This design comes from an exercise in tuning for small area, a short achievable clock period and few clock cycles per item on the open sky130 flow, not from production work.
In this exercise RTL edits were held to simulation tests only and were not proved equivalent to the original.
Power and IR drop assume default switching activity.

<file path="flow/config.mk">
export PLATFORM = sky130hd
export DESIGN_NAME = bucketed_hash_set
export DESIGN_NICKNAME = bucketed_hash_set
export VERILOG_FILES = /design/flow/design.v
export SDC_FILE = /design/flow/constraint.sdc
export NUM_CORES = 4
export LEC_CHECK = 0
export CAP_MARGIN = 20
export CORE_MARGIN = 2
export CORE_UTILIZATION = 40
export CTS_CLUSTER_DIAMETER = 100
export CTS_CLUSTER_SIZE = 20
export SETUP_SLACK_MARGIN = 5.0
export SLEW_MARGIN = 20
export SYNTH_MEMORY_MAX_BITS = 16384
</file>
<file path="flow/constraint.sdc">
create_clock -name core_clock -period 8.5 [get_ports {i_clk}]
set_input_delay 1.7000 -clock core_clock [delete_from_list [all_inputs] [get_ports {i_clk}]]
set_output_delay 1.7000 -clock core_clock [all_outputs]
set_load 0.01 [all_outputs]
</file>
<file path="flow/design.v">
`timescale 1ns / 1ps
package bhs_pkg;
    localparam int DEF_BUCKET_COUNT     = 24;
    localparam int DEF_SLOTS_PER_BUCKET = 8;
    localparam int KEY_W = 31;
    localparam int CMD_W = 2;
    localparam int STS_W = 2;
    localparam int TAG_W = KEY_W - 4;
    localparam int ROW_N = 24;
    localparam logic [CMD_W-1:0] CMD_FIND   = 2'd0;
    localparam logic [CMD_W-1:0] CMD_INSERT = 2'd1;
    localparam logic [CMD_W-1:0] CMD_DELETE = 2'd2;
    localparam logic [STS_W-1:0] ST_OK   = 2'd0;
    localparam logic [STS_W-1:0] ST_MISS = 2'd1;
    localparam logic [STS_W-1:0] ST_FULL = 2'd2;
endpackage
`timescale 1ns / 1ps
import bhs_pkg::*;
module bhs_bucket_calc (
    input  logic [KEY_W-1:0] i_key,
    output logic [11:0]      o_part
);
    function automatic logic [2:0] add3(input logic [2:0] a, input logic [2:0] b);
        logic [2:0] c;
        c[0] = (a[0] & b[0]) | (a[1] & b[2]) | (a[2] & b[1]);
        c[1] = (a[0] & b[1]) | (a[1] & b[0]) | (a[2] & b[2]);
        c[2] = (a[0] & b[2]) | (a[2] & b[0]) | (a[1] & b[1]);
        add3 = c;
    endfunction
    logic [2:0] l0 [16];
    logic [2:0] l1 [8];
    logic [2:0] l2 [4];
    always_comb begin
        for (int i = 0; i < 15; i++) begin
            l0[i][0] = (i_key[2*i +: 2] == 2'd0) | (i_key[2*i +: 2] == 2'd3);
            l0[i][1] = (i_key[2*i +: 2] == 2'd1);
            l0[i][2] = (i_key[2*i +: 2] == 2'd2);
        end
        l0[15] = {1'b0, i_key[30], !i_key[30]};
        for (int i = 0; i < 8; i++) l1[i] = add3(l0[2*i], l0[2*i+1]);
        for (int i = 0; i < 4; i++) l2[i] = add3(l1[2*i], l1[2*i+1]);
        for (int i = 0; i < 4; i++) o_part[3*i +: 3] = l2[i];
    end
endmodule
module bhs_bucket_join (
    input  logic [11:0] i_part,
    output logic [2:0]  o_m3
);
    function automatic logic [2:0] add3(input logic [2:0] a, input logic [2:0] b);
        logic [2:0] c;
        c[0] = (a[0] & b[0]) | (a[1] & b[2]) | (a[2] & b[1]);
        c[1] = (a[0] & b[1]) | (a[1] & b[0]) | (a[2] & b[2]);
        c[2] = (a[0] & b[2]) | (a[2] & b[0]) | (a[1] & b[1]);
        add3 = c;
    endfunction
    assign o_m3 = add3(add3(i_part[2:0], i_part[5:3]), add3(i_part[8:6], i_part[11:9]));
endmodule
`timescale 1ns / 1ps
import bhs_pkg::*;
module bhs_row_store #(
    parameter int SLOTS = DEF_SLOTS_PER_BUCKET
) (
    input  logic             i_clk,
    input  logic             i_rst_n,
    input  logic [2:0]       i_phase,
    input  logic [ROW_N-1:0] i_rd_sel,
    input  logic [4:0]       i_rd_row,
    input  logic [TAG_W-1:0] i_rd_tag,
    output logic [4*SLOTS-1:0] o_rd_part,
    output logic [SLOTS-1:0] o_rd_ovr,
    output logic [SLOTS-1:0] o_rd_oeq,
    input  logic [ROW_N-1:0] i_vl_sel,
    output logic [SLOTS-1:0] o_vl_valid,
    input  logic             i_wr_en,
    input  logic [ROW_N-1:0] i_wr_sel,
    input  logic [4:0]       i_wr_row,
    input  logic [SLOTS-1:0] i_wr_valid,
    input  logic             i_wr_park,
    input  logic             i_wr_ovf,
    input  logic [SLOTS-1:0] i_wr_pick,
    input  logic [TAG_W-1:0] i_wr_tag,
    output logic [SLOTS-1:0] o_avail,
    output logic             o_ovf,
    output logic             o_ovf_stay
);
    localparam int PEND_N = 4;
    logic [SLOTS*TAG_W-1:0] ring  [ROW_N];
    logic [SLOTS-1:0]       vring [ROW_N];
    logic [ROW_N-1:0]       r_vw_we;
    logic [SLOTS-1:0]       r_vw_data;
    logic [PEND_N-1:0]      pend_v;
    logic [4:0]             pend_row [PEND_N];
    logic [2:0]             pend_ph  [PEND_N];
    logic [TAG_W-1:0]       pend_tag [PEND_N];
    logic [PEND_N-1:0]      r_ld;
    logic [ROW_N-1:0]       r_ld_we;
    logic [TAG_W-1:0]       r_ld_tag;
    logic                   ovf_v;
    logic [SLOTS-1:0]       r_ph_busy;
    logic                   r_any_free;
    logic [SLOTS-1:0]       r_avail;
    logic [SLOTS-1:0]       w_avail_n;
    logic [SLOTS-1:0]       w_busy_old;
    logic [SLOTS-1:0]       w_busy_n;
    logic                   w_free_n;
    logic [2:0]             w_new_ph;
    logic [4:0]             ovf_row;
    logic [2:0]             ovf_ph;
    logic [TAG_W-1:0]       ovf_tag;
    logic [2:0]             w_ph_next;
    logic [PEND_N-1:0]      w_ld_next;
    logic [TAG_W-1:0]       w_ld_tag;
    logic [ROW_N-1:0]       w_ld_we;
    logic [PEND_N-1:0]      w_efree;
    logic [PEND_N-1:0]      w_alloc;
    logic                   w_any_free;
    logic [SLOTS-1:0]       w_ph_busy;
    logic [2:0]             w_dph [SLOTS];
    logic [2:0]             w_pick_ph;
    logic                   w_drain;
    logic                   w_new;
    logic                   w_park;
    logic [SLOTS*TAG_W-1:0] w_rd_tags;
    logic [PEND_N-1:0]      w_pm;
    logic [PEND_N-1:0]      w_pe;
    logic [2:0]             w_rph [SLOTS];
    function automatic logic [4:0] row_code(input int r);
        row_code = {3'(r / 3), 2'(r % 3)};
    endfunction
    always_comb begin
        w_ph_next = i_phase + 3'd1;
        w_ld_tag  = '0;
        w_ld_we   = '0;
        for (int k = 0; k < PEND_N; k++) begin
            w_ld_next[k] = pend_v[k] && !r_ld[k] && (pend_ph[k] == w_ph_next);
            w_ld_tag     = w_ld_tag | ({TAG_W{w_ld_next[k]}} & pend_tag[k]);
            for (int r = 0; r < ROW_N; r++) begin
                if (w_ld_next[k] && pend_row[k] == row_code(r)) w_ld_we[r] = 1'b1;
            end
        end
    end
    always_ff @(posedge i_clk) begin
        if (!i_rst_n) begin
            r_ld    <= '0;
            r_ld_we <= '0;
        end else begin
            r_ld    <= w_ld_next;
            r_ld_we <= w_ld_we;
        end
        r_ld_tag <= w_ld_tag;
    end
    always_ff @(posedge i_clk) begin
        for (int r = 0; r < ROW_N; r++) begin
            ring[r][TAG_W-1:0] <= r_ld_we[r] ? r_ld_tag : ring[r][SLOTS*TAG_W-1 -: TAG_W];
            ring[r][SLOTS*TAG_W-1:TAG_W] <= ring[r][(SLOTS-1)*TAG_W-1:0];
        end
    end
    always_ff @(posedge i_clk) begin
        if (!i_rst_n) begin
            r_vw_we <= '0;
        end else begin
            r_vw_we <= i_wr_en ? i_wr_sel : '0;
        end
        r_vw_data <= {i_wr_valid[SLOTS-2:0], i_wr_valid[SLOTS-1]};
    end
    always_ff @(posedge i_clk) begin
        for (int r = 0; r < ROW_N; r++) begin
            if (!i_rst_n) begin
                vring[r] <= '0;
            end else if (r_vw_we[r]) begin
                vring[r] <= {r_vw_data[SLOTS-3:0], r_vw_data[SLOTS-1:SLOTS-2]};
            end else begin
                vring[r] <= {vring[r][SLOTS-2:0], vring[r][SLOTS-1]};
            end
        end
    end
    always_comb begin
        for (int j = 0; j < SLOTS; j++) begin
            w_dph[j] = i_phase + 3'(6 - j);
        end
        w_efree    = ~pend_v | r_ld;
        w_any_free = r_any_free;
        w_ph_busy  = r_ph_busy;
        o_avail = r_avail;
        w_drain   = ovf_v && w_any_free && !w_ph_busy[ovf_ph];
        w_pick_ph = '0;
        for (int j = 0; j < SLOTS; j++) begin
            w_pick_ph = w_pick_ph | ({3{i_wr_pick[j]}} & w_dph[j]);
        end
        w_alloc = w_efree & (~w_efree + PEND_N'(1));
        w_park  = i_wr_en && i_wr_park;
        w_new   = w_park || w_drain;
        w_new_ph = ovf_v ? ovf_ph : w_pick_ph;
        w_busy_n = '0;
        w_free_n = 1'b0;
        for (int k = 0; k < PEND_N; k++) begin
            for (int p = 0; p < SLOTS; p++) begin
                if (pend_v[k] && !r_ld[k] && !w_ld_next[k] && pend_ph[k] == 3'(p))
                    w_busy_n[p] = 1'b1;
            end
            if (!((w_alloc[k] && w_new) || (pend_v[k] && !r_ld[k])) || w_ld_next[k])
                w_free_n = 1'b1;
        end
        w_busy_old = w_busy_n;
        for (int p = 0; p < SLOTS; p++) begin
            if (w_new && w_new_ph == 3'(p)) w_busy_n[p] = 1'b1;
        end
        for (int j = 0; j < SLOTS; j++) begin
            w_avail_n[j] = w_free_n && !w_busy_old[3'(i_phase + 3'(7 - j))]
                        && !(w_park && i_wr_pick[(j + SLOTS - 1) % SLOTS])
                        && !(w_drain && ovf_ph == 3'(i_phase + 3'(7 - j)));
        end
    end
    always_ff @(posedge i_clk) begin
        if (!i_rst_n) begin
            r_ph_busy  <= '0;
            r_any_free <= 1'b1;
            r_avail    <= '1;
        end else begin
            r_ph_busy  <= w_busy_n;
            r_any_free <= w_free_n;
            r_avail    <= w_avail_n;
        end
    end
    always_ff @(posedge i_clk) begin
        for (int k = 0; k < PEND_N; k++) begin
            if (!i_rst_n) begin
                pend_v[k] <= 1'b0;
            end else if (w_alloc[k] && w_new) begin
                pend_v[k] <= 1'b1;
            end else if (r_ld[k]) begin
                pend_v[k] <= 1'b0;
            end
            if (w_alloc[k]) begin
                pend_row[k] <= ovf_v ? ovf_row : i_wr_row;
                pend_tag[k] <= ovf_v ? ovf_tag : i_wr_tag;
                pend_ph[k]  <= w_new_ph;
            end
        end
    end
    always_ff @(posedge i_clk) begin
        if (!i_rst_n) begin
            ovf_v <= 1'b0;
        end else if (i_wr_en && i_wr_ovf) begin
            ovf_v <= 1'b1;
        end else if (w_drain) begin
            ovf_v <= 1'b0;
        end
        if (!ovf_v) begin
            ovf_row <= i_wr_row;
            ovf_tag <= i_wr_tag;
            ovf_ph  <= w_pick_ph;
        end
    end
    assign o_ovf      = ovf_v;
    assign o_ovf_stay = ovf_v && !w_drain;
    always_comb begin
        w_rd_tags  = '0;
        o_vl_valid = '0;
        for (int r = 0; r < ROW_N; r++) begin
            w_rd_tags  = w_rd_tags  | ({(SLOTS*TAG_W){i_rd_sel[r]}} & ring[r]);
            o_vl_valid = o_vl_valid | ({SLOTS{i_vl_sel[r]}} & vring[r]);
        end
        for (int j = 0; j < SLOTS; j++) begin
            for (int g = 0; g < 3; g++) begin
                o_rd_part[4*j+g] = (w_rd_tags[j*TAG_W+7*g +: 7] == i_rd_tag[7*g +: 7]);
            end
            o_rd_part[4*j+3] = (w_rd_tags[j*TAG_W+21 +: 6] == i_rd_tag[21 +: 6]);
            w_rph[j] = i_phase + 3'(7 - j);
        end
        for (int k = 0; k < PEND_N; k++) begin
            w_pm[k] = pend_v[k] && (pend_row[k] == i_rd_row);
            w_pe[k] = (pend_tag[k] == i_rd_tag);
        end
        for (int j = 0; j < SLOTS; j++) begin
            o_rd_ovr[j] = 1'b0;
            o_rd_oeq[j] = 1'b0;
            for (int k = 0; k < PEND_N; k++) begin
                if (w_pm[k] && pend_ph[k] == w_rph[j]) begin
                    o_rd_ovr[j] = 1'b1;
                    o_rd_oeq[j] = w_pe[k];
                end
            end
            if (ovf_v && ovf_row == i_rd_row && ovf_ph == w_rph[j]) begin
                o_rd_ovr[j] = 1'b1;
                o_rd_oeq[j] = (ovf_tag == i_rd_tag);
            end
        end
    end
endmodule
`timescale 1ns / 1ps
import bhs_pkg::*;
module bhs_update #(
    parameter int SLOTS = DEF_SLOTS_PER_BUCKET
) (
    input  logic [CMD_W-1:0] i_cmd,
    input  logic [SLOTS-1:0] i_valid,
    input  logic [SLOTS-1:0] i_eq,
    input  logic [SLOTS-1:0] i_avail,
    output logic [STS_W-1:0] o_status,
    output logic [SLOTS-1:0] o_new_valid,
    output logic [SLOTS-1:0] o_ins_slot,
    output logic [SLOTS-1:0] o_pick,
    output logic             o_park,
    output logic             o_ovf
);
    logic [SLOTS-1:0] w_hit;
    logic [SLOTS-1:0] w_free;
    logic [SLOTS-1:0] w_cand;
    logic [SLOTS-1:0] w_first_c;
    logic [SLOTS-1:0] w_first_f;
    logic [SLOTS-1:0] w_pick;
    logic             w_hit_any;
    logic             w_full;
    logic             w_any_c;
    assign w_hit     = i_valid & i_eq;
    assign w_free    = ~i_valid;
    assign w_cand    = w_free & i_avail;
    function automatic logic [SLOTS-1:0] first_soon(input logic [SLOTS-1:0] v);
        logic [SLOTS-1:0] p, f, r;
        for (int i = 0; i < SLOTS; i++) p[i] = v[(4 - i) & (SLOTS - 1)];
        f = p & (~p + SLOTS'(1));
        for (int i = 0; i < SLOTS; i++) r[(4 - i) & (SLOTS - 1)] = f[i];
        first_soon = r;
    endfunction
    assign w_first_c = first_soon(w_cand);
    assign w_first_f = first_soon(w_free);
    assign w_hit_any = |w_hit;
    assign w_full    = ~|w_free;
    assign w_any_c   = |w_cand;
    assign w_pick    = w_any_c ? w_first_c : w_first_f;
    assign o_pick = w_pick;
    always_comb begin
        o_status    = ST_MISS;
        o_new_valid = i_valid;
        o_ins_slot  = '0;
        o_park      = 1'b0;
        o_ovf       = 1'b0;
        case (i_cmd)
            CMD_FIND: begin
                o_status = w_hit_any ? ST_OK : ST_MISS;
            end
            CMD_INSERT: begin
                if (w_hit_any) begin
                    o_status = ST_MISS;
                end else if (w_full) begin
                    o_status = ST_FULL;
                end else begin
                    o_status    = ST_OK;
                    o_new_valid = i_valid | w_pick;
                    o_ins_slot  = w_pick;
                    o_park      = w_any_c;
                    o_ovf       = !w_any_c;
                end
            end
            CMD_DELETE: begin
                if (w_hit_any) begin
                    o_status    = ST_OK;
                    o_new_valid = i_valid & ~w_hit;
                end
            end
            default: begin
                o_status = ST_MISS;
            end
        endcase
    end
endmodule
`timescale 1ns / 1ps
import bhs_pkg::*;
module bucketed_hash_set #(
    parameter int SLOTS = DEF_SLOTS_PER_BUCKET
) (
    input  logic             i_clk,
    input  logic             i_rst_n,
    input  logic             i_req_valid,
    output logic             o_req_ready,
    input  logic [CMD_W-1:0] i_req_command,
    input  logic [KEY_W-1:0] i_req_key,
    output logic             o_rsp_valid,
    input  logic             i_rsp_ready,
    output logic [STS_W-1:0] o_rsp_status
);
    localparam int CAP = 7;
    logic             r_ready;
    logic [2:0]       r_cnt;
    logic [CAP-1:0]   r_occ;
    logic [CAP-1:0][STS_W-1:0] r_q;
    logic             w_acc, w_pop;
    logic [CAP-1:0]   w_occ_sh;
    logic [CAP-1:0][STS_W-1:0] w_q_sh;
    logic             s1_v, s2_v, s3_v;
    logic [CMD_W-1:0] s1_cmd, s2_cmd, s3_cmd;
    logic [KEY_W-1:0] s1_key;
    logic [11:0]      s1_m3p;
    logic [11:0]      w0_m3p;
    logic [2:0]       w1_m3;
    logic [SLOTS-1:0] s3_ovr, s3_oeq;
    logic [SLOTS-1:0] w2_ovr, w2_oeq;
    logic [TAG_W-1:0] s2_tag, s3_tag;
    logic [ROW_N-1:0] s2_sel, s3_sel;
    logic [ROW_N-1:0] b_sel;
    logic [4:0]       s2_row, s3_row;
    logic [SLOTS-1:0] s3_eq, s3_rv;
    logic             s3_fwd, s3_teq;
    logic [SLOTS-1:0] p_vnew, p_ins, p2_ins, p2_vnew;
    logic             b_v;
    logic [CMD_W-1:0] b_cmd;
    logic [TAG_W-1:0] b_tag;
    logic [4:0]       b_row;
    logic [4*SLOTS-1:0] b_part;
    logic [SLOTS-1:0] b_ovr, b_oeq;
    logic             b_fwd2, b_teq2;
    logic             s3_fwd2, s3_teq2;
    logic [4*SLOTS-1:0] w2_part;
    logic [SLOTS-1:0] wb_eq, wb_rv, wb_ovr, wb_oeq;
    logic [SLOTS-1:0] w3_pi2, w3_pv2;
    logic [2:0]       r_phase;
    logic [ROW_N-1:0] w1_sel;
    logic [TAG_W-1:0] w1_tag;
    logic [4:0]       w1_row;
    logic [4:0]       w1_nrow;
    logic [SLOTS-1:0] w3_v, w3_eq;
    logic [STS_W-1:0] w3_status;
    logic [SLOTS-1:0] w3_new_valid, w3_ins;
    logic [SLOTS-1:0] w3_avail;
    logic [SLOTS-1:0] w3_pick;
    logic [SLOTS-1:0] w3_pv, w3_pi;
    logic             w3_park, w3_ovf, w3_dec;
    logic             w_hold, w_ovf_stay;
    assign w_acc = i_req_valid && r_ready;
    assign w_pop = r_occ[0] && i_rsp_ready;
    always_ff @(posedge i_clk) begin
        if (!i_rst_n) r_phase <= '0;
        else          r_phase <= r_phase + 3'd1;
    end
    always_ff @(posedge i_clk) begin
        if (!i_rst_n) begin
            s1_v <= 1'b0;
        end else if (!w_hold) begin
            s1_v <= w_acc;
        end
        if (!w_hold) begin
            s1_cmd <= i_req_command;
            s1_key <= i_req_key;
            s1_m3p <= w0_m3p;
        end
    end
    bhs_bucket_calc u_calc (
        .i_key (i_req_key),
        .o_part (w0_m3p)
    );
    bhs_bucket_join u_join (
        .i_part (s1_m3p),
        .o_m3   (w1_m3)
    );
    always_comb begin
        w1_row = {s1_key[2:0], w1_m3[2], w1_m3[1]};
        w1_nrow = w_hold ? s2_row : w1_row;
        for (int i = 0; i < 8; i++)
            for (int j = 0; j < 3; j++)
                w1_sel[3*i+j] = (w1_nrow == {3'(i), 2'(j)});
        w1_tag = {s1_key[30:5], s1_key[4:3] == 2'd3};
    end
    always_ff @(posedge i_clk) begin
        s2_sel <= w1_sel;
    end
    always_ff @(posedge i_clk) begin
        if (!i_rst_n) begin
            s2_v <= 1'b0;
        end else if (!w_hold) begin
            s2_v <= s1_v;
        end
        if (!w_hold) begin
            s2_cmd <= s1_cmd;
            s2_tag <= w1_tag;
            s2_row <= w1_row;
        end
    end
    bhs_row_store #(
        .SLOTS (SLOTS)
    ) u_store (
        .i_clk      (i_clk),
        .i_rst_n    (i_rst_n),
        .i_phase    (r_phase),
        .i_rd_sel   (s2_sel),
        .i_rd_row   (s2_row),
        .i_rd_tag   (s2_tag),
        .o_rd_part  (w2_part),
        .o_rd_ovr   (w2_ovr),
        .o_rd_oeq   (w2_oeq),
        .i_vl_sel   (b_sel),
        .o_vl_valid (wb_rv),
        .i_wr_en    (w3_dec),
        .i_wr_sel   (s3_sel),
        .i_wr_row   (s3_row),
        .i_wr_valid (w3_new_valid),
        .i_wr_park  (w3_park),
        .i_wr_ovf   (w3_ovf),
        .i_wr_pick  (w3_pick),
        .i_wr_tag   (s3_tag),
        .o_avail    (w3_avail),
        .o_ovf      (w_hold),
        .o_ovf_stay (w_ovf_stay)
    );
    always_ff @(posedge i_clk) begin
        if (!i_rst_n) begin
            b_v    <= 1'b0;
            b_fwd2 <= 1'b0;
        end else if (!w_hold) begin
            b_v    <= s2_v;
            b_fwd2 <= s2_v && s3_v && (s2_row == s3_row);
        end
        if (!w_hold) begin
            b_cmd  <= s2_cmd;
            b_tag  <= s2_tag;
            b_row  <= s2_row;
            b_part <= w2_part;
            b_ovr  <= w2_ovr;
            b_oeq  <= w2_oeq;
            b_teq2 <= (s2_tag == s3_tag);
        end else begin
            b_part <= {b_part[4*SLOTS-5:0], b_part[4*SLOTS-1 -: 4]};
            b_ovr  <= {b_ovr[SLOTS-2:0], b_ovr[SLOTS-1]};
            b_oeq  <= {b_oeq[SLOTS-2:0], b_oeq[SLOTS-1]};
        end
    end
    always_comb begin
        for (int j = 0; j < SLOTS; j++) begin
            wb_eq[(j + 1) % SLOTS] = &b_part[4*j +: 4];
        end
        wb_ovr = {b_ovr[SLOTS-2:0], b_ovr[SLOTS-1]};
        wb_oeq = {b_oeq[SLOTS-2:0], b_oeq[SLOTS-1]};
    end
    always_comb begin
        for (int i = 0; i < 8; i++)
            for (int j = 0; j < 3; j++) begin
                b_sel[3*i+j]  = (b_row  == {3'(i), 2'(j)});
                s3_sel[3*i+j] = (s3_row == {3'(i), 2'(j)});
            end
    end
    always_ff @(posedge i_clk) begin
        if (!i_rst_n) begin
            s3_v    <= 1'b0;
            s3_fwd  <= 1'b0;
            s3_fwd2 <= 1'b0;
        end else if (!w_hold) begin
            s3_v    <= b_v;
            s3_fwd  <= b_v && s3_v && (b_row == s3_row);
            s3_fwd2 <= b_fwd2;
        end
        if (!w_hold) begin
            s3_cmd  <= b_cmd;
            s3_tag  <= b_tag;
            s3_row  <= b_row;
            s3_eq   <= wb_eq;
            s3_ovr  <= wb_ovr;
            s3_oeq  <= wb_oeq;
            s3_rv   <= wb_rv;
            s3_teq  <= (b_tag == s3_tag);
            s3_teq2 <= b_teq2;
        end else begin
            s3_eq  <= {s3_eq[SLOTS-2:0], s3_eq[SLOTS-1]};
            s3_ovr <= {s3_ovr[SLOTS-2:0], s3_ovr[SLOTS-1]};
            s3_oeq <= {s3_oeq[SLOTS-2:0], s3_oeq[SLOTS-1]};
            s3_rv  <= {s3_rv[SLOTS-2:0], s3_rv[SLOTS-1]};
        end
    end
    assign w3_dec = s3_v && !w_hold;
    assign w3_pv = {p_vnew[SLOTS-2:0], p_vnew[SLOTS-1]};
    assign w3_pi = {p_ins[SLOTS-2:0], p_ins[SLOTS-1]};
    assign w3_pi2 = {p2_ins[SLOTS-2:0], p2_ins[SLOTS-1]};
    assign w3_pv2 = {p2_vnew[SLOTS-2:0], p2_vnew[SLOTS-1]};
    always_comb begin
        if (s3_fwd)       w3_v = w3_pv;
        else if (s3_fwd2) w3_v = w3_pv2;
        else              w3_v = s3_rv;
        for (int s = 0; s < SLOTS; s++) begin
            if (s3_fwd && w3_pi[s])        w3_eq[s] = s3_teq;
            else if (s3_fwd2 && w3_pi2[s]) w3_eq[s] = s3_teq2;
            else if (s3_ovr[s])            w3_eq[s] = s3_oeq[s];
            else                    w3_eq[s] = s3_eq[s];
        end
    end
    bhs_update #(
        .SLOTS (SLOTS)
    ) u_update (
        .i_cmd       (s3_cmd),
        .i_valid     (w3_v),
        .i_eq        (w3_eq),
        .i_avail     (w3_avail),
        .o_status    (w3_status),
        .o_new_valid (w3_new_valid),
        .o_ins_slot  (w3_ins),
        .o_pick      (w3_pick),
        .o_park      (w3_park),
        .o_ovf       (w3_ovf)
    );
    always_ff @(posedge i_clk) begin
        if (!w_hold) begin
            p_vnew <= w3_new_valid;
            p_ins  <= w3_ins;
            p2_ins <= w3_pi;
            p2_vnew <= w3_pv;
        end else begin
            p_vnew <= w3_pv;
            p_ins  <= w3_pi;
            p2_ins <= w3_pi2;
            p2_vnew <= w3_pv2;
        end
    end
    always_comb begin
        w_occ_sh = w_pop ? (r_occ >> 1) : r_occ;
        for (int i = 0; i < CAP - 1; i++) begin
            w_q_sh[i] = w_pop ? r_q[i+1] : r_q[i];
        end
        w_q_sh[CAP-1] = r_q[CAP-1];
    end
    always_ff @(posedge i_clk) begin
        for (int i = 0; i < CAP; i++) begin
            r_q[i] <= w_occ_sh[i] ? w_q_sh[i] : w3_status;
        end
        if (!i_rst_n) begin
            r_occ <= '0;
        end else if (w3_dec) begin
            r_occ <= {w_occ_sh[CAP-2:0], 1'b1};
        end else begin
            r_occ <= w_occ_sh;
        end
    end
    always_ff @(posedge i_clk) begin
        if (!i_rst_n) begin
            r_cnt   <= '0;
            r_ready <= 1'b1;
        end else begin
            r_cnt <= r_cnt + 3'(w_acc) - 3'(w_pop);
            if ((w3_dec && w3_ovf) || w_ovf_stay) begin
                r_ready <= 1'b0;
            end else if (w_acc && !w_pop) begin
                r_ready <= (r_cnt < 3'(CAP - 1));
            end else if (w_pop) begin
                r_ready <= 1'b1;
            end else begin
                r_ready <= (r_cnt < 3'(CAP));
            end
        end
    end
    assign o_req_ready  = r_ready;
    assign o_rsp_valid  = r_occ[0];
    assign o_rsp_status = r_q[0];
endmodule
</file>
<file path="flow/run.sh">
#!/bin/bash
# synth_recipe.tcl (not shown) runs the flow's synth.tcl, then flattens the netlist and writes it again
# the make line also repeats each setting of config.mk as NAME=value (left out here)
make -C /OpenROAD-flow-scripts/flow DESIGN_CONFIG=/design/flow/config.mk WORK_HOME=/design/flow/orfs CLKGATE_MAP_FILE= SYNTH_SCRIPT=/design/flow/synth_recipe.tcl finish
</file>
==> results.cfg, run 1 <==
[die]
die-area_um2 = 443300
die_h_um = 665.8
io_pins = 41
initial_core_util_pct = 40.07
rows = 243
coreArea_um2 = 437200
die_x_um = 665.8

[synth]
yosysTopAreaCell = dfxtp_1
synthFlopType = dfxtp_1
yosysSeqAreaShare_pct = 70.06
synthDistinctLibCells = 87
synth.area.top_cells = dfxtp_1, a22oi_1, edfxtp_1
synth_top_cells_by_count = dfxtp_1, a22oi_1, mux2_2, clkbuf_1, nand4_1
syn_area_um2 = 175200
yosysMostFrequentCell = dfxtp_1
async_flop_share_pct = 0
synth_nets = 13458
syn_avg_cell_area_um2 = 13.09
ys_ff_latch = 5981
yosys.area.top_type_share_pct = 64.93
synth_edf_count = 299
postSynthCellCount = 13380
yosysWarnings = 15

[route]
drc = 0
postRouteAntennaNets = 0
viasPerCell = 6.021
num_vias = 113687
drt_iter0_markers = 15206
drt-total-wl_um = 609100
drtPass1Iterations = 9
wl_per_cell_um = 32.26

[clocking]
ctsHoldBuffers = 0
cts.clk_slew.worst_paths_ps = 90
cts.path.max_buffers = 4
tritoncts = built
htree_levels = 5
clkSinkCount = 5981
clk-insertion-delay-late_ps = 1010
cts_buffers = 339
root_buffer = clkbuf_16

[final_layout]
final_nets = 13122
drive_gt1_share_pct = 11.08
n_fill_cell = 39695
finish.instance_area_um2 = 191000
fin_cells = 18881
area_growth_pct = 9.035

[sta]
fmax_ghz = 0.2791
tightest_slew_ps = 1169
min_period_ps = 3584
skew_ps = 66.00
slew_violations = 0
hold_viol = 0
setup_tns_ps = 0
setup_viol = 0
rsz0062_at_grt = yes
fin_crit_sh_pct = 42.16
finalWorstSetupSlack_ps = 4916
max_slew_margin_pct = 21.94

[global_route]
gr-total-overflow = 0
grt_pass1_vias = 111043
grt_pass1_wl_um = 842200
grt_max_degree = 173
grt_use_total_pct = 26.24
antenna_found_initial = 30

[power]
cellPowerDensity_nw_per_um2 = 242.7
ir_drop_uv = 177.7
power.total_uw = 46360
power.leakage_uw = 0.06890

[job]
max-cap-violations = 0

[placed_design]
place_congestion = 0.9347
place_area_um2 = 181400
dp_cells = 18443
io_buffer_count = 40
place_hpwl_um = 390900
post-place-ws_ps = 4197

[setup_path]
cp.arrival_ps = 4420
required_ps = 9340
crit_fanout = 78
critPathKind = reg -> reg
worstSetupStartpointType = flip-flop
cp-end-kind = flip-flop

[run_status]
status = finished clean

[hold_path]
hp-class = reg -> reg
[flip-flops by register name (all words and copies together), names as in the netlist, 12 cells and up]
register          count
u_store.pend_ph      12
s3_tag               27
u_store.pend_row     20
s1_key               31
b_part               32
u_store.vring       192
u_store.ring       5184
u_store.r_vw_we      24
u_store.pend_tag    108
u_store.r_ld_we      24
s2_tag               27
b_tag                27
s1_m3p               12
u_store.r_ld_tag     27
s2_sel               24
u_store.ovf_tag      27
r_q                  14
[where the power goes]
group / internal [µW] / leakage, µW / total, µW / switching, µW
logic: 297 / 0.0156 / 1380 / 1080
clock network: 7380 / 0.00447 / 16500 / 9070
registers: 28300 / 0.0488 / 28500 / 221
[cell usage in the layout (no fill, tap or decap), drive strengths merged, types with 68 or more instances in the layout]
master | Yosys | layout
dfxtp | 5682 | 5682
mux2 | 740 | 740
mux2i | 228 | 228
a22oi | 2221 | 2221
nand2 | 258 | 258
inv | 63 | 79
a221oi | 245 | 245
nand3 | 264 | 264
edfxtp | 299 | 299
nand4 | 523 | 523
clkbuf | 737 | 383
xor2 | 269 | 269
xnor2 | 181 | 181
nor2 | 378 | 379
a22o | 237 | 237
o21ai | 68 | 68
nor3 | 266 | 266
buf | 184 | 203
[metal layers]
metal / share of wire [%] / up-vias / wire [µm] / global-route usage [%]
met5: 0.018 / - / 108 / 0
met3: 9.5 / 1392 / 57780 / 5.605
met2: 44 / 6492 / 268000 / 40.59
met1: 42 / 57181 / 252900 / 35.28
met4: 5.0 / 12 / 30290 / 11.75
li1: - / 48610 / - / -
[stage by stage]
stage,hold slack (ps),utilization (%)
2_1_floorplan,331.1,-
3_3_place_gp,332.1,41.48
3_5_place_dp,335.9,41.48
4_1_cts,323.0,43.61
5_1_grt,328.5,43.68
6_report,327.7,43.69
[path summary, 6_finish.rpt]
path / startpoint / end / slack (ps) / cells after the start
worst min register to register: u_store.ring[10][187] / u_store.ring[10][214] / 330 / 0
worst max-delay path: s2_sel[19] / b_part[20] / 4920 / 8
worst max register to register: s2_sel[19] / b_part[20] / 4920 / 8
worst min-delay path: u_store.ring[10][187] / u_store.ring[10][214] / 330 / 0
[logic make-up (layout without fill, tap and decap cells)]
family | count (synthesis) | in the layout | synth area share (%)
compound gates | 3075 | 3075 | 13.59
xor+xnor | 453 | 453 | 2.288
fa+ha+maj | 41 | 41 | 0.2971
buf+inv | 984 | 713 | 2.138
flops | 5981 | 5981 | 70.06
mux | 976 | 976 | 6.162
other cells | 0 | 14 | 0
simple gates | 1870 | 1871 | 5.465
[final cells by class]
class	instances	area (µm²)	area share, %
antenna	14	35.03	0.01834
clock buffer	383	8786	4.600
clock inverter	24	375.4	0.1965
inverter	63	251.5	0.1317
multi-input combinational	6416	49010	25.66
sequential	5981	122900	64.36
tap	5757	7203	3.771
timing repair buffer	243	2419	1.266
[what timing repair did]
action                                  in CTS  in global routing
hold endpoints to repair                     0                  0
pin swaps                                    1                  2
setup buffers                                4                 11
gates cloned                                 1                  0
endpoints found under the setup margin     112                 46
resized for setup                           26                 29
[critical path, stage by stage (launching register included)]
cell and delay, ps:
dfxtp_4 520, buf_12 270, buf_6 430, a221oi_1 430
nand3_1 140, nor3_2 440, xor2_1 370, nand4_1 140
o41ai_1 390
Testbench counts, summed over its fixed seeds: cycles 24,216, items 24,000.
==> run 2, diff against run 1 <==
==> flow/flow/run.sh (new file) <==
#!/bin/bash
set -euo pipefail
bash standard.sh SETUP_SLACK_MARGIN=5.3 finish > flow_make.log 2>&1
==> flow/standard.sh (new file) <==
#!/bin/bash
# synth_recipe.tcl (not shown) runs the flow's synth.tcl, then flattens the netlist and writes it again
# the make line also repeats each setting of config.mk as NAME=value (left out here)
make -C /OpenROAD-flow-scripts/flow DESIGN_CONFIG=/design/flow/config.mk WORK_HOME=/design/flow/orfs CLKGATE_MAP_FILE= SYNTH_SCRIPT=/design/flow/synth_recipe.tcl "${@:-finish}"
--- a/flow/config.mk
+++ b/flow/config.mk
@@ -11,5 +11,4 @@
 export CTS_CLUSTER_DIAMETER = 100
 export CTS_CLUSTER_SIZE = 20
-export SETUP_SLACK_MARGIN = 5.0
 export SLEW_MARGIN = 20
 export SYNTH_MEMORY_MAX_BITS = 16384
removed: flow/run.sh
==> run 2 against run 1 <==
  * Sequential power hardly changed
  * Total power hardly changed
  * Register-to-register slack better by 250 ps
  * Via count is 0.91% higher
  * Die area stayed put
  * Still clean
==> results.cfg, run 2 <==
[clocking]
cts.clk_slew.worst_paths_ps = 80
tritoncts = built
clk-insertion-delay-late_ps = 1010
cts.path.max_buffers = 4
root_buffer = clkbuf_16
htree_levels = 5
clkSinkCount = 5981
ctsHoldBuffers = 0
cts_buffers = 338

[synth]
yosysSeqAreaShare_pct = 70.06
yosys.area.top_type_share_pct = 64.93
synth_top_cells_by_count = dfxtp_1, a22oi_1, mux2_2, clkbuf_1, nand4_1
async_flop_share_pct = 0
synth_edf_count = 299
synth.area.top_cells = dfxtp_1, a22oi_1, edfxtp_1
ys_ff_latch = 5981
synth_nets = 13458
syn_area_um2 = 175200
synthFlopType = dfxtp_1
syn_avg_cell_area_um2 = 13.09
yosysMostFrequentCell = dfxtp_1
yosysWarnings = 15
postSynthCellCount = 13380
yosysTopAreaCell = dfxtp_1
synthDistinctLibCells = 87

[final_layout]
seqCellArea_um2 = 122900
final_common_cell = dfxtp_1
n_fill_cell = 39564
regMostFlops = u_store.ring
drive_gt1_share_pct = 12.33
area_growth_pct = 10.01
largest_reg_flops = 5184
layout_common_cells = dfxtp_1, a22oi_1, mux2_2
final_nets = 13204
reg_top3 = u_store.ring (5184), u_store.vring (192), u_store.pend_tag (108)
finish.instance_area_um2 = 192700
multi_input_area_um2 = 49650
fin_cells = 18960

[sta]
max_slew_margin_pct = 15.97
setup_viol = 0
tightest_slew_ps = 1260
hold_viol = 0
min_period_ps = 3335
skew_ps = 75.21
fin_crit_sh_pct = 39.24
setup_tns_ps = 0
rsz0062_at_grt = yes
fmax_ghz = 0.2999
slew_violations = 0

[route]
drtPass1Iterations = 8
drc = 0
drt_iter0_markers = 15591
postRouteAntennaNets = 0
wl_per_cell_um = 32.72
drt-total-wl_um = 620300
viasPerCell = 6.051
num_vias = 114725

[setup_path]
r2r.worst_path.cells = 8
cp-end-kind = flip-flop
required_ps = 9360
reg2reg_from = s2_sel[8]
rr_endpoint = b_part[8]
critPathLaunch = s2_sel[8]
cp.arrival_ps = 4200
rrSetupSlack_ps = 5170
cp-endpoint = b_part[8]
critPathKind = reg -> reg
worstSetupStartpointType = flip-flop
crit_fanout = 80

[power]
clockPowerShare_pct = 35.3
seq_power_share_pct = 61.4
ir_drop_uv = 221.7
switching_share_pct = 22.37
comb_power_share_pct = 3.3
intPower_uw = 36020
power.leakage_uw = 0.06966
power.total_uw = 46390
switchingPower_uw = 10380
cellPowerDensity_nw_per_um2 = 240.7

[global_route]
grt_use_total_pct = 26.65
grt_pass1_wl_um = 854300
grt_max_degree = 150
grt_pass1_vias = 112044
antenna_found_initial = 34
gr-total-overflow = 0

[hold_path]
hp-class = reg -> reg

[die]
die_x_um = 665.8
initial_core_util_pct = 40.07
die_h_um = 665.8
die-area_um2 = 443300
rows = 243
io_pins = 41
coreArea_um2 = 437200

[job]
max-cap-violations = 0

[placed_design]
place_area_um2 = 181600
place_hpwl_um = 395700
io_buffer_count = 40
dp_cells = 18472
place_congestion = 0.9261

[run_status]
status = finished clean
run 2: changes by cell type in the layout (fill, tap and decap cells not counted), sizes merged:
cell	change
inv	-5
diode	+1
dlygate4sd2	-4
clkinv	+1
clkbuf	+1
bufbuf	+4
clkinvlp	+1
buf	+79
bufinv	+1
run 2: what timing repair did:
action	in CTS	in global routing
endpoints found under the setup margin	356	153
resized for setup	147	111
cloned	5	3
pin swaps	12	18
buffers inserted	21	42
run 2: final cells by class:
type / count / share of cell area, %
Antenna cell: 15 / 0.01948
Clock buffer: 380 / 4.548
Clock inverter: 22 / 0.1604
Inverter: 63 / 0.1415
Multi-Input combinational cell: 6416 / 25.76
Sequential cell: 5981 / 63.79
Tap cell: 5757 / 3.738
Timing Repair Buffer: 326 / 1.842
run 2: power groups by stage:
| stage | Sequential, µW | Combinational (µW) | Clock, µW |
|---|---|---|---|
| 2_1_floorplan | 29000 | 758 | 0 |
| 3_3_place_gp | 29200 | 1330 | 0 |
| 3_5_place_dp | 29200 | 1330 | 0 |
| 4_1_cts | 28500 | 1410 | 16500 |
| 5_1_grt | 28500 | 1540 | 17500 |
| 6_report | 28500 | 1520 | 16400 |
run 2: routing by layer:
layer  wire length [µm]  track usage [%]  vias up
li1                   -                -    48760
met1             256500            36.16    57791
met2             272500            41.20     6762
met3              60850            5.526     1406
met4              30360            11.44        6
met5                 30                0        -
run 2: worst min path at each step:
stage / start / end / slack, ps / depth (start not counted)
after global routing: u_store.ring[8][91] / u_store.ring[8][118] / 320 / 0
final: u_store.ring[1][176] / u_store.ring[1][203] / 310 / 0
after CTS: u_store.ring[8][91] / u_store.ring[8][118] / 320 / 0
after floorplan: u_store.ring[0][151] / u_store.ring[0][178] / 330 / 0
after detailed placement: u_store.ring[13][86] / u_store.ring[13][113] / 340 / 0
after global placement: u_store.ring[4][52] / u_store.ring[4][79] / 330 / 0
run 2: through the flow:
stage / worst slack (ps) / hold WS [ps] / util (%)
2_1_floorplan: 4928 / 331.1 / -
3_3_place_gp: 4173 / 331.9 / 41.53
3_5_place_dp: 4111 / 335.9 / 41.53
4_1_cts: 5263 / 320.4 / 43.85
5_1_grt: 5166 / 320.3 / 44.07
6_report: 5165 / 306.1 / 44.08
run 2: kinds of logic after synthesis:
kind of cell | Yosys count | synth area share [%]
flip-flops | 5981 | 70.06
AO/OA/AOI/OAI | 3075 | 13.59
AND/OR/NAND/NOR | 1870 | 5.465
buffers and inverters | 984 | 2.138
multiplexers | 976 | 6.162
XOR/XNOR | 453 | 2.288
adder cells (fa/ha/maj) | 41 | 0.2971
run 2: critical path: stages, from the launching register on:
cell	delay, ps
dfxtp_4	540
buf_12	270
a22o_1	340
a221oi_1	270
nand3_1	150
nor3_1	480
xor2_2	320
nand4_1	220
o41ai_1	380
==> run 3, diff against run 2 <==
==> flow/flow/run.sh (replaced) <==
#!/bin/bash
set -euo pipefail
bash standard.sh SETUP_SLACK_MARGIN=5.4 finish > flow_make.log 2>&1
--- a/flow/config.mk
+++ b/flow/config.mk
@@ -10,5 +10,5 @@
 export CORE_UTILIZATION = 40
 export CTS_CLUSTER_DIAMETER = 100
-export CTS_CLUSTER_SIZE = 20
+export CTS_CLUSTER_SIZE = 25
 export SLEW_MARGIN = 20
 export SYNTH_MEMORY_MAX_BITS = 16384
==> run 3 against run 2 <==
  * Non-clock buffer count grew 27
  * Final area shrank 0.38%
  * Total power shrank 3.0%
  * Via count grew 0.45%
  * Sequential share of layout area grew 0.24 points
  * Worst setup slack gained 89 ps
  * Die area is the same
  * Highest routed layer unchanged
  * Largest cell class unchanged
  * Clock power shrank 9%
==> results.cfg, run 3 <==
[synth]
yosysMostFrequentCell = dfxtp_1
async_flop_share_pct = 0
syn_area_um2 = 175200
postSynthCellCount = 13380
synthDistinctLibCells = 87
synth_edf_count = 299
synthFlopType = dfxtp_1
yosysWarnings = 15
synth_nets = 13458
synth_top_cells_by_count = dfxtp_1, a22oi_1, mux2_2, clkbuf_1, nand4_1
yosysTopAreaCell = dfxtp_1
syn_avg_cell_area_um2 = 13.09
ys_ff_latch = 5981
yosysSeqAreaShare_pct = 70.06
synth.area.top_cells = dfxtp_1, a22oi_1, edfxtp_1
yosys.area.top_type_share_pct = 64.93

[sta]
fmax_ghz = 0.3081
hold_viol = 0
setup_viol = 0
rsz0062_at_grt = yes
slew_violations = 0
skew_ps = 99.11
max_slew_margin_pct = 18.24
fin_crit_sh_pct = 38.18
setup_tns_ps = 0
min_period_ps = 3246
tightest_slew_ps = 1225

[placed_design]
io_buffer_count = 40
place_congestion = 0.9282
place_hpwl_um = 391900
place_area_um2 = 181500
dp_cells = 18450

[die]
die_h_um = 665.8
io_pins = 41
rows = 243
die_x_um = 665.8
die-area_um2 = 443300
initial_core_util_pct = 40.07
coreArea_um2 = 437200

[run_status]
status = finished clean

[hold_path]
hp-class = reg -> reg
holdPathStages = 0

[final_layout]
fin_cells = 18922
layout_common_cells = dfxtp_1, a22oi_1, mux2_2
seqCellArea_um2 = 122900
final_common_cell = dfxtp_1
regMostFlops = u_store.ring
largest_reg_flops = 5184
n_fill_cell = 39624
final_nets = 13172
reg_top3 = u_store.ring (5184), u_store.vring (192), u_store.pend_tag (108)
drive_gt1_share_pct = 12.36
area_growth_pct = 9.600
finish.instance_area_um2 = 192000
multi_input_area_um2 = 49970

[clocking]
ctsHoldBuffers = 0
clk-insertion-delay-late_ps = 1000
cts.path.max_buffers = 4
cts.clk_slew.worst_paths_ps = 100
tritoncts = built
cts_buffers = 278
root_buffer = clkbuf_16
htree_levels = 5
clkSinkCount = 5981

[route]
postRouteAntennaNets = 0
drc = 0
viasPerCell = 6.090
drt-total-wl_um = 626700
wl_per_cell_um = 33.12
drt_iter0_markers = 16911
drtPass1Iterations = 9
num_vias = 115242

[global_route]
grt_max_degree = 118
antenna_found_initial = 25
grt_pass1_vias = 111698
grt_pass1_wl_um = 857200
grt_use_total_pct = 26.83
gr-total-overflow = 0

[setup_path]
critPathKind = reg -> reg
cp-end-kind = flip-flop
crit_fanout = 69
r2r.worst_path.cells = 8
cp.arrival_ps = 4090
worstSetupStartpointType = flip-flop
required_ps = 9340

[power]
ir_drop_uv = 168.0
power.leakage_uw = 0.06922
cellPowerDensity_nw_per_um2 = 234.5

[job]
max-cap-violations = 0
## run 3: worst max-delay path: stages, from the launching register on
cell and delay, ps:
dfxtp_4 480, buf_16 280, buf_8 360, a221oi_1 410, nand3_1 190, nor3_4 320, xor2_1 280, nand4_1 230
o41ai_1 280
## run 3: kinds of logic after synthesis
family	synth area share (%)
flip-flops	70.06
AO/OA/AOI/OAI	13.59
AND/OR/NAND/NOR	5.465
buffers and inverters	2.138
multiplexers	6.162
XOR/XNOR	2.288
adder cells (fa/ha/maj)	0.2971
## run 3: worst paths after layout
path	slack, ps	to	start
setup / recovery	5250	b_part[19]	s2_sel[2]
hold / removal	310	u_store.ring[4][33]	u_store.ring[4][6]
setup reg to reg	5250	b_part[19]	s2_sel[2]
hold reg to reg	310	u_store.ring[4][33]	u_store.ring[4][6]
## run 3: area by class of cell
| type | instances | area share (%) |
|---|---|---|
| Sequential cell | 5981 | 64.03 |
| Multi-Input combinational cell | 6417 | 26.03 |
| Clock buffer | 319 | 3.819 |
| Tap cell | 5757 | 3.752 |
| Timing Repair Buffer | 353 | 2.090 |
| Inverter | 63 | 0.1440 |
| Clock inverter | 19 | 0.1238 |
| Antenna cell | 13 | 0.01694 |
## run 3: metal layers
metal | vias to the layer above | wire, µm | track usage [%]
met3 | 1622 | 58470 | 5.044
met1 | 58118 | 259300 | 36.35
met4 | 12 | 35490 | 12.80
met5 | - | 108 | 0
li1 | 48682 | - | -
met2 | 6808 | 273300 | 41.35
## run 3: per-stage QoR
step / power (µW) / hold slack [ps] / setup WS [ps] / util [%]
floorplan: 29780 / 331.1 / 5405 / -
global placement: 30490 / 332.2 / 4425 / 41.50
detailed placement: 30500 / 335.9 / 4340 / 41.50
CTS: 44940 / 320.9 / 5297 / 43.59
global route: 46080 / 328.4 / 5282 / 43.91
finish: 45020 / 311.4 / 5254 / 43.91
## run 3: what timing repair did
action                                 CTS  global route
setup buffers                           49            59
pin swaps                                5            31
gates resized for setup                160           154
cloned                                  10             3
setup endpoints to repair              237           153
endpoints found under the hold margin    0             0
## run 3: power breakdown
part | internal (µW) | switching, µW
logic | 368 | 1220
clock network | 6210 | 8740
registers | 28300 | 174
total | 34900 | 10100
==> run 4, diff against run 3 <==
--- a/flow/config.mk
+++ b/flow/config.mk
@@ -13,2 +13,3 @@
 export SLEW_MARGIN = 20
 export SYNTH_MEMORY_MAX_BITS = 16384
+export TNS_END_PERCENT = 10
==> run 4 against run 3 <==
  * Fmax is 1.0% lower
  * Clock skew is 34 ps lower
  * Utilization is 0.10 points lower
  * Combinational power hardly changed
  * Critical path depth is 1 higher
  * Global-route usage is 0.30 points lower
  * Sequential share of layout area is 0.15 points higher
  * Largest cell class unchanged
==> results.cfg, run 4 <==
[synth]
async_flop_share_pct = 0
syn_avg_cell_area_um2 = 13.09
synth_top_cells_by_count = dfxtp_1, a22oi_1, mux2_2, clkbuf_1, nand4_1
synth.area.top_cells = dfxtp_1, a22oi_1, edfxtp_1
yosys.area.top_type_share_pct = 64.93
yosysTopAreaCell = dfxtp_1
synthDistinctLibCells = 87
syn_area_um2 = 175200
synth_nets = 13458
yosysWarnings = 15
synth_edf_count = 299
yosysSeqAreaShare_pct = 70.06
synthFlopType = dfxtp_1
ys_ff_latch = 5981
yosysMostFrequentCell = dfxtp_1
postSynthCellCount = 13380

[route]
wl_per_cell_um = 33.09
num_vias = 114420
viasPerCell = 6.048
drc = 0
drtPass1Iterations = 11
drt_iter0_markers = 15180
drt-total-wl_um = 626000
postRouteAntennaNets = 0

[sta]
hold_viol = 0
tightest_slew_ps = 1215
rsz0062_at_grt = yes
min_period_ps = 3280
skew_ps = 65.15
slew_violations = 0
finalWorstSetupSlack_ps = 5220
fin_hold_ws_ps = 318.6
setup_tns_ps = 0
fmax_ghz = 0.3049
setup_viol = 0
fin_crit_sh_pct = 38.58
max_slew_margin_pct = 18.98

[global_route]
gr-total-overflow = 0
grt_max_degree = 152
grt_pass1_vias = 110885
antenna_found_initial = 33
grt_pass1_wl_um = 847500
grt_use_total_pct = 26.53

[final_layout]
n_fill_cell = 39606
largest_reg_flops = 5184
drive_gt1_share_pct = 11.97
regMostFlops = u_store.ring
layout_common_cells = dfxtp_1, a22oi_1, mux2_2
final_nets = 13170
reg_top3 = u_store.ring (5184), u_store.vring (192), u_store.pend_tag (108)
finish.instance_area_um2 = 191600
area_growth_pct = 9.345
final_common_cell = dfxtp_1

[setup_path]
cpPeakStageDelay_ps = 830
cp_num_buf_inv = 2
critPathKind = reg -> reg
slowest_stage = nor3_1
reg2reg_from = s2_sel[17]
crit_fanout = 25
r2r.worst_path.cells = 9
required_ps = 9370
path_depth = 9
rr_endpoint = b_part[16]
path_cells = buf_4, buf_4, a22o_1, a221oi_1, nand3_1, nor3_1, xor2_1, nand2_1, o41ai_1
cp-end-kind = flip-flop
crit_top_cell = buf_4
cp.arrival_ps = 4150
rrSetupSlack_ps = 5220
worstSetupStartpointType = flip-flop
crit_family = simple AND/OR/NAND/NOR gates

[power]
ir_drop_uv = 153.9
cellPowerDensity_nw_per_um2 = 235.6
power.leakage_uw = 0.06910

[hold_path]
holdPathStages = 0
hold_end = u_store.ring[17][144]
hp-class = reg -> reg
hold_path_startpoint = u_store.ring[17][117]

[die]
rows = 243
die_h_um = 665.8
die_x_um = 665.8
coreArea_um2 = 437200
initial_core_util_pct = 40.07
die-area_um2 = 443300
io_pins = 41

[placed_design]
post-place-ws_ps = 4206
place_area_um2 = 181400
io_buffer_count = 40
place_hpwl_um = 397500
place_congestion = 0.9220

[clocking]
cts.path.max_buffers = 4
root_buffer = clkbuf_16
tritoncts = built
ctsHoldBuffers = 0
htree_levels = 5
cts.clk_slew.worst_paths_ps = 100
clk-insertion-delay-late_ps = 1000
clkSinkCount = 5981
cts_buffers = 279

[job]
max-cap-violations = 0

[run_status]
status = finished clean
## run 4: cell counts after synthesis
No cell type changed its count.
## run 4: routing by layer
layer  share of wire [%]  GRT usage [%]  vias up
met5               0.011              0        -
met4                 5.3          12.11       12
met3                 8.9          4.589     1465
met2                  44          41.41     6673
met1                  42          35.96    57594
li1                    -              -    48676
## run 4: worst max path at each step
| stage | endpoint | slack, ps | startpoint |
|---|---|---|---|
| 4_1_cts | b_part[25] | 5240 | s2_sel[3] |
| 2_1_floorplan | u_store.r_avail[0] | 5120 | u_store.pend_v[0] |
| 3_5_place_dp | u_store.vring[21][2] | 4210 | i_rst_n |
| 5_1_grt | b_part[20] | 5220 | s2_sel[4] |
| 3_3_place_gp | u_store.vring[19][3] | 4190 | i_rst_n |
| 6_report | b_part[16] | 5220 | s2_sel[17] |
## run 4: where the power goes
part | internal, µW | switching [µW] | total (µW)
clock network | 6280 | 8770 | 15000
registers | 28300 | 167 | 28500
logic | 369 | 1240 | 1610
total | 35000 | 10200 | 45100
## run 4: cells by family (layout without fill, tap and decap cells)
| logic type | after synthesis | in the layout | share of synthesized area (%) |
|---|---|---|---|
| DFF | 5981 | 5981 | 70.06 |
| other | 0 | 11 | 0 |
| AOI/OAI and AO/OA | 3075 | 3075 | 13.59 |
| adders and majority gates | 41 | 41 | 0.2971 |
| muxes | 976 | 976 | 6.162 |
| xor gates and xnor gates | 453 | 453 | 2.288 |
| buffers and inverters | 984 | 755 | 2.138 |
| and+or+nand+nor | 1870 | 1871 | 5.465 |
## run 4: through the flow
step | total power [µW] | instances | util, %
detailed placement | 30500 | 18467 | 41.50
floorplan | 29780 | 13380 | -
global route | 46160 | 18911 | 43.81
finish | 45130 | 18920 | 43.81
global placement | 30490 | 18467 | 41.50
CTS | 45000 | 18853 | 43.51
## run 4: repair_timing
item	CTS	global route
pin swaps	13	9
cloned	3	8
resized for setup	145	115
setup endpoints to repair	373	179
setup buffers	42	48
## run 4: final cells by class
class / count / area, µm² / share of cell area (%)
Antenna cell: 11 / 27.53 / 0.01437
Sequential cell: 5981 / 122900 / 64.17
Clock inverter: 20 / 227.7 / 0.1189
Clock buffer: 321 / 7393 / 3.860
Tap cell: 5757 / 7203 / 3.760
Timing Repair Buffer: 351 / 3895 / 2.033
Inverter: 63 / 260.3 / 0.1359
Multi-Input combinational cell: 6416 / 49620 / 25.90
## run 4: worst register-to-register path, stage by stage, from the launching register on
cell and delay, ps:
dfxtp_4 470, buf_4 310, buf_4 350, a22o_1 290, a221oi_1 200, nand3_1 140
nor3_1 830, xor2_1 260, nand2_1 80, o41ai_1 230
==> run 5, diff against run 4 <==
==> flow/flow/run.sh (replaced) <==
#!/bin/bash
set -euo pipefail
bash standard.sh SETUP_SLACK_MARGIN=5.55 finish > flow_make.log 2>&1
==> run 5 against run 4 <==
  * Clock skew fell by 4.9 ps
  * Die area unchanged
  * First-iteration DRC count rose by 3.7%
  * Register-to-register slack about the same
  * Cell count grew 0.18%
  * Synthesized cell count stayed put
  * Sequential share of layout area decreased by 0.31 points
  * Critical endpoint is now b_part[21]
  * Highest routed layer unchanged
  * Still clean
==> results.cfg, run 5 <==
[global_route]
antenna_found_initial = 33
grt_max_degree = 152
grt_use_total_pct = 26.61
grt_pass1_vias = 111063
gr-total-overflow = 0
grt_pass1_wl_um = 849600

[hold_path]
hp-class = reg -> reg

[setup_path]
required_ps = 9360
cp-end-kind = flip-flop
worstSetupStartpointType = flip-flop
critPathKind = reg -> reg
rrSetupSlack_ps = 5210
crit_fanout = 76
cp.arrival_ps = 4160

[synth]
synthFlopType = dfxtp_1
synthDistinctLibCells = 87
postSynthCellCount = 13380
ys_ff_latch = 5981
syn_avg_cell_area_um2 = 13.09
yosysWarnings = 15
synth.area.top_cells = dfxtp_1, a22oi_1, edfxtp_1
yosysSeqAreaShare_pct = 70.06
syn_area_um2 = 175200
synth_top_cells_by_count = dfxtp_1, a22oi_1, mux2_2, clkbuf_1, nand4_1
synth_nets = 13458
yosys.area.top_type_share_pct = 64.93
async_flop_share_pct = 0
synth_edf_count = 299
yosysTopAreaCell = dfxtp_1
yosysMostFrequentCell = dfxtp_1

[die]
coreArea_um2 = 437200
rows = 243
io_pins = 41
die_h_um = 665.8
initial_core_util_pct = 40.07
die_x_um = 665.8
die-area_um2 = 443300

[sta]
min_period_ps = 3291
rsz0062_at_grt = yes
skew_ps = 60.22
setup_tns_ps = 0
tightest_slew_ps = 1248
setup_viol = 0
max_slew_margin_pct = 16.82
hold_viol = 0
fmax_ghz = 0.3039
slew_violations = 0
fin_crit_sh_pct = 38.72

[route]
wl_per_cell_um = 33.30
drtPass1Iterations = 9
drt-total-wl_um = 631100
drc = 0
viasPerCell = 6.057
num_vias = 114805
postRouteAntennaNets = 0
drt_iter0_markers = 15741

[clocking]
tritoncts = built
clk-insertion-delay-late_ps = 990
root_buffer = clkbuf_16
clkSinkCount = 5981
cts.path.max_buffers = 4
htree_levels = 5
cts.clk_slew.worst_paths_ps = 100
cts_buffers = 279
ctsHoldBuffers = 0

[final_layout]
final_common_cell = dfxtp_1
drive_gt1_share_pct = 12.75
seqCellArea_um2 = 122900
final_nets = 13206
regMostFlops = u_store.ring
reg_top3 = u_store.ring (5184), u_store.vring (192), u_store.pend_tag (108)
multi_input_area_um2 = 50070
area_growth_pct = 9.888
largest_reg_flops = 5184
n_fill_cell = 39547
layout_common_cells = dfxtp_1, a22oi_1, mux2_2

[run_status]
status = finished clean

[power]
cellPowerDensity_nw_per_um2 = 234.7
ir_drop_uv = 154.4
power.leakage_uw = 0.06950
power.total_uw = 45180

[placed_design]
place_hpwl_um = 397500
io_buffer_count = 40
place_congestion = 0.9220

[job]
max-cap-violations = 0
## run 5: changes by cell type in the layout (fill, tap and decap cells not counted), moves of 5 or more
cell | before | now
dfxtp_1 | 5628 | 5623
xor2_1 | 259 | 247
a221oi_2 | 2 | 7
nor3_1 | 210 | 177
buf_4 | 198 | 215
dfxtp_2 | 2 | 7
nor3_2 | 40 | 69
a221oi_1 | 237 | 232
buf_12 | 44 | 53
xor2_2 | 10 | 22
## run 5: worst paths after layout
path / start / to / cells after the start
worst max-delay path: s2_sel[1] / b_part[21] / 8
worst min-delay path: u_store.ring[23][155] / u_store.ring[23][182] / 0
worst max register to register: s2_sel[1] / b_part[21] / 8
worst min register to register: u_store.ring[23][155] / u_store.ring[23][182] / 0
## run 5: routing by layer
layer,vias up,share of wire [%],GRT usage (%)
met3,1432,9.2,4.801
met4,12,5.2,12.36
met2,6816,44,41.49
met1,57803,41,35.90
li1,48742,-,-
met5,-,0.016,0
## run 5: logic make-up after synthesis
| kind of cell | after synthesis | synth area share (%) |
|---|---|---|
| DFF | 5981 | 70.06 |
| AOI/OAI and AO/OA | 3075 | 13.59 |
| and+or+nand+nor | 1870 | 5.465 |
| buffers and inverters | 984 | 2.138 |
| muxes | 976 | 6.162 |
| xor gates and xnor gates | 453 | 2.288 |
| adders and majority gates | 41 | 0.2971 |
## run 5: power by group
part / switching [µW] / internal [µW] / total (µW)
Combinational: 1280 / 395 / 1680
Sequential: 151 / 28300 / 28500
Clock: 8760 / 6280 / 15000
Total: 10200 / 35000 / 45200
## run 5: metrics by stage
step / worst slack, ps / utilization (%) / hold slack, ps / area (µm²) / cells
final: 5209 / 44.03 / 323.5 / 192500 / 18955
after floorplan: 5123 / - / 331.1 / 175200 / 13380
after global routing: 5278 / 44.02 / 327.7 / 192500 / 18947
after CTS: 5267 / 43.59 / 315.4 / 190600 / 18873
after global placement: 4188 / 41.50 / 332.2 / 181400 / 18467
after detailed placement: 4206 / 41.50 / 335.9 / 181400 / 18467
## run 5: cell type report
| type | count | share of cell area, % |
|---|---|---|
| inverter | 63 | 0.1391 |
| clock buffer | 321 | 3.841 |
| clock inverter | 20 | 0.1183 |
| timing repair buffer | 387 | 2.276 |
| tap | 5757 | 3.742 |
| sequential | 5981 | 63.86 |
| multi-input combinational | 6416 | 26.01 |
| antenna | 10 | 0.01300 |
## run 5: worst max-delay path: stages, from the launching register on
cell	delay (ps)
dfxtp_4	520
buf_12	280
a22o_1	330
a221oi_1	280
nand3_1	110
nor3_1	670
xor2_1	220
nand4_1	190
o41ai_1	370
## run 5: what timing repair did
item	CTS	global route
gates cloned	3	11
resized for setup	179	194
setup buffers	62	61
setup endpoints to repair	401	213
pin swaps	27	20

-- what the ideal ports hide --
Ports are ideal in the flow. The routed layouts listed here were re-timed in OpenROAD.
Step 1 sets driving cells, clkbuf_16 on the clock port and buf_2 on the other inputs (assumed; they add their load-dependent delay and slew).
Step 2, shift: input delay + t, output delay - t, t = (earliest + latest rising clock arrival at the registers) / 2. This alone moves slack from input paths to output paths.
Three values: ideal, step 1, step 2; two values: the first two.
run	t, ns	setup WS [ns]	hold slack, ns	cell pins on the clock port's net
run 1	1.087	4.916 / 4.916 / 4.112	0.328 / 0.328 / 0.328	1
run 2	1.092	5.165 / 5.165 / 4.556	0.306 / 0.306 / 0.306	1
run 3	1.054	5.254 / 5.254 / 4.453	0.311 / 0.311 / 0.311	1
run 4	1.085	5.220 / 5.215 / 4.387	0.319 / 0.319 / 0.319	1
run 5	1.082	5.209 / 5.209 / 4.558	0.323 / 0.323 / 0.323	1
After both steps setup and hold are still met in every run listed. For run 4, which loses most, drivers alone change the setup slack by -0.005 ns; drivers and shift together by -0.833 ns.
